This is an optimization exercise on Yosys and OpenROAD, whose aim is a short achievable clock period and few clock cycles per item, not a production implementation.
Only simulation tests tie the RTL to the original design; equivalence was not proved.
No activity file was given, so power comes from the tool's default toggle rates.

==> 01-05 <==
==> flow/design.v (excerpt) <==
module core (
    input  logic                clk,
    input  logic                rst_n,
    input  core_pkg::instr_t    instr,
    input  logic                instr_gnt,
    output core_pkg::word_t     pc_addr,
    output logic                wb_valid,
    output core_pkg::reg_addr_t wb_rd,
    output core_pkg::word_t     wb_data
);
export LEC_CHECK = 0
export ABC_CLOCK_PERIOD_IN_PS = 2000
export CAP_MARGIN = 20
export CORE_MARGIN = 2
export CORE_UTILIZATION = 30
export SETUP_SLACK_MARGIN = 3.3
export SLEW_MARGIN = 20
create_clock -name core_clock -period 6.0 [get_ports {clk}]
run.sh (not shown) runs the stock make flow with config.mk's settings and CLKGATE_MAP_FILE= SYNTH_SCRIPT=/design/flow/synth_recipe.tcl, a recipe that flattens the netlist after the stock synthesis.
==> 01-12: changes against 01-05 <==
--- a/flow/design.v
+++ b/flow/design.v
@@ -80,45 +80,57 @@
     logic [15:0] bt_taken;           
     logic [31:0] bt_tgt [0:15];      
     logic        f_taken;
     logic [31:0] f_ptgt;
     logic [15:0] f_ptgt_oh;
     logic        f_is_br;
     logic        f_pred;
-    assign pc_addr = pc;
+    logic [31:0] pc_o;               
+    logic [31:0] pc_nx;
+    logic [15:0] p_oh_nx;
+    assign pc_addr = pc_o;
     always_comb begin
         f_taken = 1'b0;
         f_ptgt  = 32'd0;
         for (int i = 0; i < 16; i++) begin
             f_taken = f_taken | (p_oh[i] & bt_taken[i]);
             f_ptgt  = f_ptgt  | (bt_tgt[i] & {32{p_oh[i]}});
         end
         for (int i = 0; i < 16; i++) begin
             f_ptgt_oh[i] = f_ptgt[5:2] == 4'(i);
         end
     end
     assign f_is_br = (instr[6:0] == core_pkg::opc_branch) && (instr[14:13] == 2'b00);
     assign f_pred  = f_is_br && f_taken;
+    always_comb begin
+        if (r_redir) begin
+            pc_nx   = r_taken ? r_tgt : r_pc4;
+            p_oh_nx = r_taken ? r_tgt_oh : r_pc4_oh;
+        end else if (f_pred) begin
+            pc_nx   = f_ptgt;
+            p_oh_nx = f_ptgt_oh;
+        end else begin
+            pc_nx   = pc + 32'd4;
+            p_oh_nx = {p_oh[14:0], p_oh[15]};
+        end
+    end
     always_ff @(posedge clk or negedge rst_n) begin
         if (!rst_n) begin
             pc   <= core_pkg::reset_pc;
             p_oh <= 16'd1;
         end else if (adv_f) begin
-            if (r_redir) begin
-                pc   <= r_taken ? r_tgt : r_pc4;
-                p_oh <= r_taken ? r_tgt_oh : r_pc4_oh;
-            end else if (f_pred) begin
-                pc   <= f_ptgt;
-                p_oh <= f_ptgt_oh;
-            end else begin
-                pc   <= pc + 32'd4;
-                p_oh <= {p_oh[14:0], p_oh[15]};
-            end
+            pc   <= pc_nx;
+            p_oh <= p_oh_nx;
         end
     end
+    always_ff @(posedge clk) begin
+        if (!rst_n)     pc_o <= core_pkg::reset_pc;
+        else if (adv_f) pc_o <= pc_nx;
+        else            pc_o <= pc;
+    end
     logic [6:0]  f_opc;
     logic [2:0]  f_f3;
     logic        f_is_op;
     logic        f_is_opi;
     logic        f_is_lui;
     logic        f_use1;
     logic        f_use2;
@@ -148,16 +160,18 @@
         end
     end
     logic        d_valid;
     logic [31:0] d_pc;
     logic [31:0] d_instr;
     logic        d_pred;
     logic [31:0] d_ptgt;
-    logic [31:0] d_sel1;         
+    logic [31:0] d_sel1;
     logic [31:0] d_sel2;
+    logic [31:0] d_sel1_n;
+    logic [31:0] d_sel2_n;
     logic        d_is_opi;
     logic        d_is_lui;
     logic        d_is_br;
     logic        d_use1;
     logic        d_use2;
     logic        d_writes;
     logic        d_fast;
@@ -184,33 +198,35 @@
             d_is_br  <= f_is_br;
             d_use1   <= f_use1;
             d_use2   <= f_use2;
             d_writes <= (((f_is_op || f_is_opi) && f_f3 != 3'b011) || f_is_lui) && (instr[11:7] != 5'd0);
             d_fast   <= f_op[4] || f_op[6] || f_op[7];
             d_op     <= f_op;
             for (int i = 0; i < 32; i++) begin
-                d_sel1[i] <= (instr[19:15] == 5'(i)) && (i != 0);
-                d_sel2[i] <= (instr[24:20] == 5'(i)) && (i != 0);
+                d_sel1[i]   <= (instr[19:15] == 5'(i)) && (i != 0);
+                d_sel2[i]   <= (instr[24:20] == 5'(i)) && (i != 0);
+                d_sel1_n[i] <= !((instr[19:15] == 5'(i)) && (i != 0));
+                d_sel2_n[i] <= !((instr[24:20] == 5'(i)) && (i != 0));
             end
         end
     end
     logic [31:0] regs [1:31];
     logic        x1_valid;
     logic        x1_writes;
     logic        x1_fast;
     logic [4:0]  x1_rd;
     logic [31:0] x1_fres;
     logic        x2_valid;
     logic        x2_writes;
     logic [4:0]  x2_rd;
     logic [31:0] x2_res;
-    logic        w_valid;
     logic [4:0]  w_rd;
     logic [31:0] w_res;
     logic [4:0]  w_wrd;       
+    logic [31:1] w_we;        
     logic [31:0] w_wdata;     
     logic [2:0]  d_f3;
     logic [4:0]  d_rd;
     logic [4:0]  d_rs1;
     logic [4:0]  d_rs2;
     logic [31:0] d_immi;
     logic [31:0] d_immu;
@@ -228,16 +244,16 @@
     assign d_immu   = {d_instr[31:12], 12'b0};
     assign d_immb   = {d_instr[31], d_instr[7], d_instr[30:25], d_instr[11:8], 1'b0};
     assign d_tlo     = {1'b0, d_pc[12:0]} + {1'b0, d_immb};
     always_comb begin
         d_rf1 = 32'd0;
         d_rf2 = 32'd0;
         for (int i = 1; i < 32; i++) begin
-            d_rf1 = d_rf1 | (regs[i] & {32{d_sel1[i]}});
-            d_rf2 = d_rf2 | (regs[i] & {32{d_sel2[i]}});
+            d_rf1 = d_rf1 | (regs[i] & {{16{!d_sel1_n[i]}}, {16{d_sel1[i]}}});
+            d_rf2 = d_rf2 | (regs[i] & {{16{!d_sel2_n[i]}}, {16{d_sel2[i]}}});
         end
     end
     logic d_x1_1, d_x1_2, d_x2_1, d_x2_2, d_w_1, d_w_2;
     assign stall = d_valid && !x1_fast && (d_x1_1 || d_x1_2);
     logic [4:0] n_rs1;
     logic [4:0] n_rs2;
     logic       n_use1;
@@ -252,51 +268,48 @@
             d_x1_2 <= !stall && d_valid && d_writes && (d_rd == n_rs2) && n_use2;
             d_x2_1 <= x1_valid && x1_writes && (x1_rd == n_rs1) && n_use1;
             d_x2_2 <= x1_valid && x1_writes && (x1_rd == n_rs2) && n_use2;
             d_w_1  <= x2_valid && x2_writes && (x2_rd == n_rs1) && n_use1;
             d_w_2  <= x2_valid && x2_writes && (x2_rd == n_rs2) && n_use2;
         end
     end
-    logic        d_a_x2;
-    logic        d_b_x2;
-    logic [31:0] d_a_oth;
-    logic [31:0] d_b_oth;
     logic [31:0] x2_sum;
     logic [31:0] x2_shl_f;
     logic [31:0] x2_shr_f;
     logic        x2_lt;
     logic [31:0] x2_fres;
     logic [4:0]  x2_cls;      
-    assign d_a_x2 = !d_x1_1 && d_x2_1;
-    assign d_b_x2 = !d_is_opi && !d_x1_2 && d_x2_2;
-    always_comb begin
-        if (!d_use1)       d_a_oth = 32'd0;
-        else if (d_x1_1)   d_a_oth = x1_fres;
-        else if (d_w_1)    d_a_oth = w_wdata;
-        else               d_a_oth = d_rf1;
-        if (d_is_lui)      d_b_oth = d_immu;
-        else if (d_is_opi) d_b_oth = d_immi;
-        else if (d_x1_2)   d_b_oth = x1_fres;
-        else if (d_w_2)    d_b_oth = w_wdata;
-        else               d_b_oth = d_rf2;
-    end
-    function automatic logic [31:0] pick_x2(input logic sel, input logic [31:0] oth,
-                                            input logic [4:0] cls,
+    logic sa_x1, sa_x2, sa_w, sa_rf;
+    logic sb_imm, sb_x1, sb_x2, sb_w, sb_rf;
+    logic [31:0] d_imm;
+    assign sa_x1  = d_x1_1;
+    assign sa_x2  = !d_x1_1 && d_x2_1;
+    assign sa_w   = !d_x1_1 && !d_x2_1 && d_w_1;
+    assign sa_rf  = d_use1 && !d_x1_1 && !d_x2_1 && !d_w_1;
+    assign sb_imm = d_is_lui || d_is_opi;
+    assign sb_x1  = !sb_imm && d_x1_2;
+    assign sb_x2  = !sb_imm && !d_x1_2 && d_x2_2;
+    assign sb_w   = !sb_imm && !d_x1_2 && !d_x2_2 && d_w_2;
+    assign sb_rf  = !sb_imm && !d_x1_2 && !d_x2_2 && !d_w_2;
+    assign d_imm  = d_is_lui ? d_immu : d_immi;
+    function automatic logic [31:0] pick_x2(input logic sel, input logic [4:0] cls,
                                             input logic [31:0] sum, input logic [31:0] shl,
                                             input logic lt, input logic [31:0] shr,
                                             input logic [31:0] fres);
-        pick_x2 = (oth & {32{!sel}})
-                | (sum  & {32{sel && cls[0]}})
+        pick_x2 = (sum  & {32{sel && cls[0]}})
                 | (shl  & {32{sel && cls[1]}})
                 | ({31'd0, lt} & {32{sel && cls[2]}})
                 | (shr  & {32{sel && cls[3]}})
                 | (fres & {32{sel && cls[4]}});
     endfunction
-    assign d_a = pick_x2(d_a_x2, d_a_oth, x2_cls, x2_sum, x2_shl_f, x2_lt, x2_shr_f, x2_fres);
-    assign d_b = pick_x2(d_b_x2, d_b_oth, x2_cls, x2_sum, x2_shl_f, x2_lt, x2_shr_f, x2_fres);
+    assign d_a = (x1_fres & {32{sa_x1}}) | (w_wdata & {32{sa_w}}) | (d_rf1 & {32{sa_rf}})
+               | pick_x2(sa_x2, x2_cls, x2_sum, x2_shl_f, x2_lt, x2_shr_f, x2_fres);
+    assign d_b = (d_imm & {32{sb_imm}}) | (x1_fres & {32{sb_x1}}) | (w_wdata & {32{sb_w}})
+               | (d_rf2 & {32{sb_rf}})
+               | pick_x2(sb_x2, x2_cls, x2_sum, x2_shl_f, x2_lt, x2_shr_f, x2_fres);
     logic [31:0] x1_a;
     logic [31:0] x1_b;
     logic [7:0]  x1_op;
     logic        x1_is_br;
     logic        x1_ne;
     logic        x1_pred;
     logic [3:0]  x1_idx;
@@ -485,43 +498,42 @@
         x2_sum[0] = x2_p0[0] ^ x2_cin;
     end
     assign x2_lt = (x2_sgn_a ^ x2_sgn_b) ? x2_sgn_a : x2_sum[31];
     assign x2_shl_f = (x2_sh1        & {32{x2_sh[0]}}) | ({x2_sh1[30:0], 1'b0} & {32{x2_sh[1]}})
                     | ({x2_sh1[29:0], 2'b0} & {32{x2_sh[2]}}) | ({x2_sh1[28:0], 3'b0} & {32{x2_sh[3]}});
     assign x2_shr_f = (x2_sh1        & {32{x2_sh[0]}}) | ({1'b0, x2_sh1[31:1]} & {32{x2_sh[1]}})
                     | ({2'b0, x2_sh1[31:2]} & {32{x2_sh[2]}}) | ({3'b0, x2_sh1[31:3]} & {32{x2_sh[3]}});
-    assign x2_res = pick_x2(1'b1, 32'd0, x2_cls, x2_sum, x2_shl_f, x2_lt, x2_shr_f, x2_fres);
-    always_ff @(posedge clk or negedge rst_n) begin
-        if (!rst_n) begin
-            w_valid <= 1'b0;
-        end else if (adv) begin
-            w_valid <= x2_valid && x2_writes;
-        end
-    end
+    assign x2_res = pick_x2(1'b1, x2_cls, x2_sum, x2_shl_f, x2_lt, x2_shr_f, x2_fres);
+    logic wb_v_o;
     always_ff @(posedge clk) begin
-        if (adv) begin
-            w_res <= x2_res;
-            w_rd  <= x2_rd;
-        end
+        w_res  <= adv ? x2_res : w_wdata;
+        w_rd   <= adv ? x2_rd  : w_wrd;
+        wb_v_o <= rst_n && (adv ? (x2_valid && x2_writes) : (w_wrd != 5'd0));
     end
     always_ff @(posedge clk or negedge rst_n) begin
         if (!rst_n) begin
             w_wrd   <= 5'd0;
+            w_we    <= 31'd0;
             w_wdata <= 32'd0;
         end else if (adv) begin
             w_wrd   <= (x2_valid && x2_writes) ? x2_rd : 5'd0;
+            for (int i = 1; i < 32; i++) begin
+                w_we[i] <= x2_valid && x2_writes && (x2_rd == 5'(i));
+            end
             w_wdata <= (x2_valid && x2_writes) ? x2_res : 32'd0;
         end
     end
     always_ff @(posedge clk or negedge rst_n) begin
         if (!rst_n) begin
             for (int i = 1; i < 32; i++) begin
                 regs[i] <= 32'd0;
             end
-        end else if (w_wrd != 5'd0) begin
-            regs[w_wrd] <= w_wdata;
+        end else begin
+            for (int i = 1; i < 32; i++) begin
+                if (w_we[i]) regs[i] <= w_wdata;
+            end
         end
     end
-    assign wb_valid = w_valid;
+    assign wb_valid = wb_v_o;
     assign wb_rd    = w_rd;
     assign wb_data  = w_res;
 endmodule
ABC_CLOCK_PERIOD_IN_PS = 1800   (was 2000)
SETUP_SLACK_MARGIN = 3.6   (was 3.3)
==> results.txt <==
Initial core utilization: 01-12 30.1%; 01-05 30.2%
Number of optimization iterations in the first detailed-route pass: 01-12 13; 01-05 9
Final routed wirelength across all metal layers: 01-12 492 mm; 01-05 466 mm
Core Footprint: 01-12 0.369 mm²; 01-05 0.350 mm²
Number of flip-flops and latches: 01-12 2423; 01-05 2298
Share of cell area taken by flip-flops and latches: 01-12 48.8%; 01-05 51.1%
Inverters: 01-12 636; 01-05 171
Met3 global-route usage: 01-12 9.49%; 01-05 9.99%
Max stage delay on crit path: 01-12 0.68 ns; 01-05 0.65 ns
Overall power of the completed layout: 01-12 45.8 mW; 01-05 43.2 mW
Multi-input comb cells: 01-12 5591; 01-05 5309
Via count: 01-12 91525; 01-05 85361
Setup bufs post-CTS: 01-12 356; 01-05 103
Reg-to-reg endpoint: 01-12 x1_a[27]; 01-05 x1_a[3]
Async S/R FF share, synth: 01-12 46.6%; 01-05 47.8%
Power density of the placed cells: 01-12 335 mW/mm²; 01-05 347 mW/mm²
HPWL after detailed placement: 01-12 289 mm; 01-05 271 mm
Lkg Pwr: 01-12 53.0 nW; 01-05 48.9 nW
Status: 01-12 complete, no violations; 01-05 complete, no violations
Non-filler cells in the finished layout: 01-12 15116; 01-05 13438
Layout clock area frac: 01-12 6.43%; 01-05 6.41%
Worst R2R Start: 01-12 d_sel1_n[6]; 01-05 d_sel1[20]
Post-DR vias/cell: 01-12 6.05; 01-05 6.35
Weighted congestion reported at the end of routability-driven placement: 01-12 0.974; 01-05 0.975
Sequential share of power: 01-12 45.3%; 01-05 45.2%
Share of power burned in the clock network: 01-12 36.8%; 01-05 35.6%
Testbench counts of 01-05, summed over its fixed seeds: cycles 23,428, writes 12,000.
Testbench counts of 01-12, summed over its fixed seeds: cycles 23,428, writes 12,000.

==> port drivers added, routing unchanged <==
The flow's constraints put no driver on any port. The routed layouts listed below were extracted and timed again, unchanged, in two steps.
Step 1 sets driving cells, clkbuf_16 on the clock port and buf_2 on the other inputs (assumed; they add their load-dependent delay and slew).
Step 2 adds t to the input delays and takes it off the output delays; t is the mean of the earliest and latest rising clock arrival at the registers after step 1. Input paths then give back, and output paths get back, about the clock's delay inside the block.
a / b / c = ideal ports / drivers / drivers and shift; a / b = the first two.
| run | shift t [ns] | setup slack, ns | hold slack, ns |
|---|---|---|---|
| 01-05 | 0.966 | 3.168 / 3.101 / 2.280 | 0.275 / 0.240 / 0.388 |
| 01-12 | 0.986 | 3.001 / 3.001 / 2.508 | 0.234 / 0.196 / 0.364 |
After both steps every run listed still meets setup and hold. For 01-05, which loses most, drivers alone change the setup slack by -0.067 ns; drivers and shift together by -0.888 ns.
